This design comes from an exercise in tuning for small area, a short achievable clock period and few clock cycles per item on the open sky130 flow, not from production work. RTL that was checked went through simulation tests only; none was proved equivalent to the original. Power is estimated from default activity; no workload was simulated.

==> inputs of run G <==
## line_follow_steering_core
module line_follow_steering_core (
   input  logic        clock,
   input  logic        reset,
   input  logic        req_valid,
   output logic        req_stall,
   input  logic [22:0] req_word,
   output logic        rsp_valid,
   input  logic        rsp_stall,
   output logic [17:0] rsp_word,
   input  logic        csr_write_en,
   input  logic [2:0]  csr_index,
   input  logic [15:0] csr_data
);
   logic [1:0]         mode;
   logic [7:0]         base;
   logic [3:0]         sharp;
   logic [3:0]         smooth;
   logic signed [15:0] gp;
   logic signed [15:0] gd;
   always_ff @(posedge clock) begin
      if (reset) begin
         mode   <= 2'd0;
         base   <= 8'd120;
         sharp  <= 4'd1;
         smooth <= 4'd1;
         gp     <= '0;
         gd     <= '0;
      end else if (csr_write_en) begin
         case (csr_index)
            3'd0: mode   <= csr_data[1:0];
            3'd1: base   <= csr_data[7:0];
            3'd2: sharp  <= csr_data[3:0];
            3'd3: smooth <= csr_data[3:0];
            3'd4: gp     <= csr_data;
            3'd5: gd     <= csr_data;
            default: ;
         endcase
      end
   end
   logic pd;
   always_ff @(posedge clock) begin
      if (reset)                               pd <= 1'b0;
      else if (csr_write_en && csr_index == 3'd0) pd <= (csr_data[1:0] == 2'd2);
   end
   wire [2:0] bits  = req_word[22:20];
   wire [9:0] lvl_l = req_word[19:10];
   wire [9:0] lvl_r = req_word[9:0];
   logic [9:0] lr_s;
   logic       lr_c;
   lfs_add_10 u_lr (.a(lvl_l), .b(~lvl_r), .ci(1'b1), .s(lr_s), .co(lr_c));
   wire signed [10:0] err0 = {~lr_c, lr_s};
   wire signed [10:0] sh16 = $signed({3'b000, sharp, 4'b0000});
  ...
==> flow/config.mk <==
export PLATFORM = sky130hd
export DESIGN_NAME = line_follow_steering_core
export DESIGN_NICKNAME = line_follow_steering_core
export VERILOG_FILES = /design/flow/design.v
export SDC_FILE = /design/flow/constraint.sdc
export NUM_CORES = 4
export LEC_CHECK = 0
export CAP_MARGIN = 20
export CORE_MARGIN = 2
export CORE_UTILIZATION = 40
export SLEW_MARGIN = 20
export SYNTH_HIERARCHICAL = 1
==> flow/constraint.sdc <==
create_clock -name core_clock -period 11.0 [get_ports {clock}]
set_input_delay 2.2000 -clock core_clock [delete_from_list [all_inputs] [get_ports {clock}]]
set_output_delay 2.2000 -clock core_clock [all_outputs]
set_load 0.01 [all_outputs]
run.sh (not shown) runs the stock make flow with config.mk's settings and CLKGATE_MAP_FILE= SYNTH_SCRIPT=/design/flow/synth_recipe.tcl, a recipe that flattens the netlist after the stock synthesis.
==> run E: changes against run G <==
==> flow/flow/run.sh (new file) <==
#!/bin/bash
set -euo pipefail
MARGIN=$(cat flow/margin.txt)
bash standard.sh SETUP_SLACK_MARGIN="$MARGIN" TNS_END_PERCENT=100 \
  BUFFER_PORTS_ARGS="-buffer_cell sky130_fd_sc_hd__buf_2" finish > flow_make.log 2>&1
==> flow/flow/margin.txt (new file) <==
6.5
==> flow/standard.sh (new file) <==
#!/bin/bash
# synth_recipe.tcl (not shown) runs the flow's synth.tcl, then flattens the netlist and writes it again
# the make line also repeats each setting of config.mk as NAME=value (left out here)
make -C /OpenROAD-flow-scripts/flow DESIGN_CONFIG=/design/flow/config.mk WORK_HOME=/design/flow/orfs CLKGATE_MAP_FILE= SYNTH_SCRIPT=/design/flow/synth_recipe.tcl "${@:-finish}"
removed: flow/run.sh
==> impl_metrics.tcl <==
set metrics [dict create \
    outcome "timing/DRC/antenna clean" \
    n_all_inverters 184 \
    slowest_delay_ns 1.06 \
    fmax_mhz 228.6 \
    finish.utilization 0.4188 \
    min_from "gp[6]$_SDFFE_PP0P_" \
    drt-total-wl_um 51460 \
    wire_per_inst_um 19.09 \
    wl_met2_um 23520 \
    worst_pin_slew_ns 1.140 \
    cp.depth 11 \
    met3_length_um 4077 \
]
(the above is from run E)
==> impl_metrics.tcl <==
set metrics [dict create \
    outcome "timing/DRC/antenna clean" \
    start_util 0.4038 \
    grt_util_met3 0.03396 \
    slowest_delay_ns 0.98 \
    met3_length_um 2972 \
    wire_per_inst_um 19.38 \
    drt-total-wl_um 51860 \
    worstHoldEndpoint "gp[3]$_SDFFE_PP0P_" \
    cts_made_buffers 17 \
    fin_nets 2389 \
    fmax_mhz 190.9 \
    finish.utilization 0.4161 \
    n_all_inverters 183 \
    min_from "gp[3]$_SDFFE_PP0P_" \
    nFlopsAndLatches 165 \
    wl_met2_um 24530 \
    drtPass1Iterations 6 \
]
(the above is from run G)
No run of this note included a check of the RTL's function; only the layout flow was run.

* * *

==> run a: inputs <==
Another version of the RTL of line_follow_steering_core (not shown whole).
==> flow/config.mk <==
export PLATFORM = sky130hd
export DESIGN_NAME = line_follow_steering_core
export DESIGN_NICKNAME = line_follow_steering_core
export VERILOG_FILES = /design/flow/design.v
export SDC_FILE = /design/flow/constraint.sdc
export NUM_CORES = 4
export LEC_CHECK = 0
export CAP_MARGIN = 20
export CORE_MARGIN = 2
export CORE_UTILIZATION = 40
export SLEW_MARGIN = 20
==> flow/constraint.sdc <==
create_clock -name core_clock -period 11.0 [get_ports {clock}]
set_input_delay 2.2000 -clock core_clock [delete_from_list [all_inputs] [get_ports {clock}]]
set_output_delay 2.2000 -clock core_clock [all_outputs]
set_load 0.01 [all_outputs]
standard.sh (not shown) runs the stock make flow with config.mk's settings and CLKGATE_MAP_FILE= SYNTH_SCRIPT=/design/flow/synth_recipe.tcl, a recipe that flattens the netlist after the stock synthesis.
==> flow/flow/run.sh <==
#!/bin/bash
set -euo pipefail
MARGIN=$(cat flow/margin.txt)
bash standard.sh SETUP_SLACK_MARGIN="$MARGIN" TNS_END_PERCENT=100 finish > flow_make.log 2>&1
==> flow/flow/margin.txt <==
7
==> inputs of run b, as changes to run a <==
--- a/flow/design.v
+++ b/flow/design.v
@@ -1221,12 +1221,120 @@
    assign c572 = (c470 & s519) | (c470 & c518) | (s519 & c518);
    assign s573 = pp107 ^ c472 ^ c520;
    assign c574 = (pp107 & c472) | (pp107 & c520) | (c472 & c520);
    assign sum0 = {c574, c572, c570, c568, c566, c564, c562, c560, c558, c556, c554, c552, c550, c548, c546, c544, c542, c540, c538, c536, c534, c532, c530, c528, c526, c524, c522, s521};
    assign sum1 = {pp108, s573, s571, s569, s567, s565, s563, s561, s559, s557, s555, s553, s551, s549, s547, s545, s543, s541, s539, s537, s535, s533, s531, s529, s527, s525, s523, pp109};
 endmodule
+module lfs_add_8 (
+   input  logic [7:0] a,
+   input  logic [7:0] b,
+   input  logic ci,
+   output logic [7:0] s,
+   output logic co
+);
+   logic g1;
+   logic g2;
+   logic g3;
+   logic g4;
+   logic g5;
+   logic g6;
+   logic g7;
+   logic g8;
+   logic p9;
+   logic p10;
+   logic p11;
+   logic p12;
+   logic p13;
+   logic p14;
+   logic p15;
+   logic p16;
+   logic G17;
+   logic G18;
+   logic P19;
+   logic G20;
+   logic P21;
+   logic G22;
+   logic P23;
+   logic G24;
+   logic P25;
+   logic G26;
+   logic P27;
+   logic G28;
+   logic P29;
+   logic G30;
+   logic P31;
+   logic G32;
+   logic P33;
+   logic G34;
+   logic P35;
+   logic G36;
+   logic P37;
+   logic G38;
+   logic P39;
+   logic G40;
+   logic P41;
+   logic s42;
+   logic s43;
+   logic s44;
+   logic s45;
+   logic s46;
+   logic s47;
+   logic s48;
+   logic s49;
+   assign g1 = a[0] & b[0];
+   assign g2 = a[1] & b[1];
+   assign g3 = a[2] & b[2];
+   assign g4 = a[3] & b[3];
+   assign g5 = a[4] & b[4];
+   assign g6 = a[5] & b[5];
+   assign g7 = a[6] & b[6];
+   assign g8 = a[7] & b[7];
+   assign p9 = a[0] ^ b[0];
+   assign p10 = a[1] ^ b[1];
+   assign p11 = a[2] ^ b[2];
+   assign p12 = a[3] ^ b[3];
+   assign p13 = a[4] ^ b[4];
+   assign p14 = a[5] ^ b[5];
+   assign p15 = a[6] ^ b[6];
+   assign p16 = a[7] ^ b[7];
+   assign G17 = g1 | (p9 & ci);
+   assign G18 = g2 | (p10 & G17);
+   assign P19 = p10 & p9;
+   assign G20 = g4 | (p12 & g3);
+   assign P21 = p12 & p11;
+   assign G22 = g6 | (p14 & g5);
+   assign P23 = p14 & p13;
+   assign G24 = g8 | (p16 & g7);
+   assign P25 = p16 & p15;
+   assign G26 = g3 | (p11 & G18);
+   assign P27 = p11 & P19;
+   assign G28 = G20 | (P21 & G18);
+   assign P29 = P21 & P19;
+   assign G30 = g7 | (p15 & G22);
+   assign P31 = p15 & P23;
+   assign G32 = G24 | (P25 & G22);
+   assign P33 = P25 & P23;
+   assign G34 = g5 | (p13 & G28);
+   assign P35 = p13 & P29;
+   assign G36 = G22 | (P23 & G28);
+   assign P37 = P23 & P29;
+   assign G38 = G30 | (P31 & G28);
+   assign P39 = P31 & P29;
+   assign G40 = G32 | (P33 & G28);
+   assign P41 = P33 & P29;
+   assign s42 = p9 ^ ci;
+   assign s43 = p10 ^ G17;
+   assign s44 = p11 ^ G18;
+   assign s45 = p12 ^ G26;
+   assign s46 = p13 ^ G28;
+   assign s47 = p14 ^ G34;
+   assign s48 = p15 ^ G36;
+   assign s49 = p16 ^ G38;
+   assign s = {s49, s48, s47, s46, s45, s44, s43, s42};
+   assign co = G40;
+endmodule
 module lfs_add_10 (
    input  logic [9:0] a,
    input  logic [9:0] b,
    input  logic ci,
    output logic [9:0] s,
    output logic co
@@ -1931,13 +2039,17 @@
             3'd4: gp     <= csr_data;
             3'd5: gd     <= csr_data;
             default: ;
          endcase
       end
    end
-   wire pd = (mode == 2'd2);
+   logic pd;
+   always_ff @(posedge clock) begin
+      if (reset)                               pd <= 1'b0;
+      else if (csr_write_en && csr_index == 3'd0) pd <= (csr_data[1:0] == 2'd2);
+   end
    wire [2:0] bits  = req_word[22:20];
    wire [9:0] lvl_l = req_word[19:10];
    wire [9:0] lvl_r = req_word[9:0];
    logic [9:0] lr_s;
    logic       lr_c;
    lfs_add_10 u_lr (.a(lvl_l), .b(~lvl_r), .ci(1'b1), .s(lr_s), .co(lr_c));
@@ -2019,13 +2131,12 @@
    end
    logic signed [10:0] prev;
    always_ff @(posedge clock) begin
       if (reset)                    prev <= '0;
       else if (!stall && a_v && pd) prev <= a_m;
    end
-   wire [10:0] p1 = prev & {11{pd}};
    logic [16:0] k_s;
    logic        k_c;
    lfs_add_17 u_k (.a({gp[15], gp}), .b({gd[15], gd}), .ci(1'b0), .s(k_s), .co(k_c));
    logic signed [16:0] kg;
    always_ff @(posedge clock) begin
       kg <= pd ? k_s : 17'sd2560;
@@ -2047,15 +2158,15 @@
       end
       for (int j = 0; j < 8; j++) begin
          logic x2, x1, x0;
          x2 = gx[2*j+2];
          x1 = gx[2*j+1];
          x0 = gx[2*j];
-         eg_one[j] = x1 ^ x0;
-         eg_two[j] = (x2 & ~x1 & ~x0) | (~x2 & x1 & x0);
-         eg_neg[j] = ~x2 & (x1 | x0);
+         eg_one[j] = pd & (x1 ^ x0);
+         eg_two[j] = pd & ((x2 & ~x1 & ~x0) | (~x2 & x1 & x0));
+         eg_neg[j] = pd & ~x2 & (x1 | x0);
       end
       for (int j = 0; j < 8; j++) begin
          nb[j] = ek_neg[j] ^ eg_neg[j];
          nc[j] = ek_neg[j] & eg_neg[j];
       end
       nb[8] = ek_neg[8];
@@ -2063,24 +2174,29 @@
    end
    logic [27:0] sum0, sum1;
    lfs_steer_tree u_tree (
       .ek_one (ek_one), .ek_two (ek_two), .ek_neg (ek_neg),
       .eg_one (eg_one), .eg_two (eg_two), .eg_neg (eg_neg),
       .nb     (nb),     .nc     (nc),
-      .m      (a_m),    .p      (p1),
+      .m      (a_m),    .p      (prev),
       .sum0   (sum0),   .sum1   (sum1)
    );
-   wire [8:0] lo = {1'b0, sum0[7:0]} + {1'b0, sum1[7:0]};
+   logic [7:0] lo_s;
+   logic       lo_c;
+   lfs_add_8 u_lo (.a(sum0[7:0]), .b(sum1[7:0]), .ci(1'b0), .s(lo_s), .co(lo_c));
+   wire [7:0] lo_x = sum0[7:0] ^ sum1[7:0];
+   wire [7:0] lo_k = {sum0[6:0] | sum1[6:0], 1'b0};
+   wire       lo_z = (lo_x == lo_k);
    logic [19:0] c_x, c_y;
    logic        c_ci, c_nz;
    always_ff @(posedge clock) begin
       if (!stall) begin
          c_x  <= sum0[27:8];
          c_y  <= sum1[27:8];
-         c_ci <= lo[8];
-         c_nz <= |lo[7:0];
+         c_ci <= lo_c;
+         c_nz <= ~lo_z;
       end
    end
    logic [19:0] tl_s, tl_c, wr_s, wr_c, t, w;
    logic        t_co, w_co;
    always_comb begin
       for (int i = 0; i < 20; i++) begin
==> flow/flow/run.sh (replaced) <==
#!/bin/bash
set -euo pipefail
MARGIN=$(cat flow/margin.txt)
bash standard.sh SETUP_SLACK_MARGIN="$MARGIN" TNS_END_PERCENT=100 \
  BUFFER_PORTS_ARGS="-buffer_cell sky130_fd_sc_hd__buf_2" finish > flow_make.log 2>&1
==> flow/flow/margin.txt (replaced) <==
6.5
==> qor summary <==
	run a	run b
Area share of fa/ha/maj cells after synthesis	0.306	0.307
Number of multi-input combinational cells	1536	1508
Switching portion of total power	0.448	0.417
Layout cell share with drive strength beyond 1	0.257	0.132
Standard cell area after detailed placement	20800 um^2	20400 um^2
Total wire length	55600 um	52700 um
Multi-input combinational cell area	15100 um^2	14000 um^2
Slew @ Worst Pin	0.811 ns	1.08 ns
Post-Syn Area per Cell	9.05 um^2	9.10 um^2
Layout buffer count excluding clock buffers	263	147
Endpoint of the worst-slack reg-to-reg timing path	o_w[16]	o_w[0]
Portion of the post-synthesis area used by sequential elements	0.212	0.211
Initial standard-cell utilization of the core	0.406	0.407
Multiplexer share of the synthesized area	0.0203	0.0168
Launching element of the worst setup path	c_y[2]	c_y[0]
Sequential fraction of design power	0.197	0.225
Number of instances in the placed design	2725	2721
Crit path depth	18	26
Routed via count	15.9k	15.0k
Initial antenna violation count	0	1
Rel. slew slack	0.458	0.278
Relative area of clock buffers and inverters in the final design	0.0237	0.0277
Worst hold margin	0.466 ns	0.463 ns
Max Clock Freq	0.219 GHz	0.219 GHz
Status	complete, no violations	complete, no violations
Per-cell routed wire length	18.9 um	18.8 um
Testbench counts of run b, summed over its fixed seeds: cycles 19,776, items 19,200.
The RTL of run a was laid out without a check of its function.

[re-timing with driven ports]
The results above use ideal ports. As a check the final layouts listed here were re-extracted and re-timed, cells and wires unchanged.
Step 1 (the two cells are an assumption about what drives the block):
set clk [get_ports {clock}]
set_driving_cell -lib_cell sky130_fd_sc_hd__clkbuf_16 $clk
set_driving_cell -lib_cell sky130_fd_sc_hd__buf_2 [delete_from_list [all_inputs] $clk]
Step 2 also shifts input and output timing later by t, the mid clock arrival at the registers, as if the neighbouring blocks saw the same clock.
Slacks: ideal / step 1 / step 2; pairs: ideal / step 1.
| run | shift t [ns] | setup slack, ns | latest minus earliest clock arrival (ns) | worst slew at a driven data input, ns | cell pins on the clock port's net |
|---|---|---|---|---|---|
| run G | 0.522 | 5.762 / 5.762 / 5.490 | 0.018 / 0.017 | 0.04 | 1 |
| run E | 0.534 | 6.626 / 6.626 / 6.138 | 0.014 / 0.015 | 0.04 | 1 |
| run a | 0.546 | 6.442 / 6.442 / 6.261 | 0.019 / 0.019 | 0.05 | 1 |
| run b | 0.534 | 6.442 / 6.442 / 6.231 | 0.014 / 0.014 | 0.05 | 1 |
After both steps every run listed still meets setup and hold. The setup slack of run E, which loses most, moves by 0.000 ns with the drivers and by -0.488 ns with both steps.
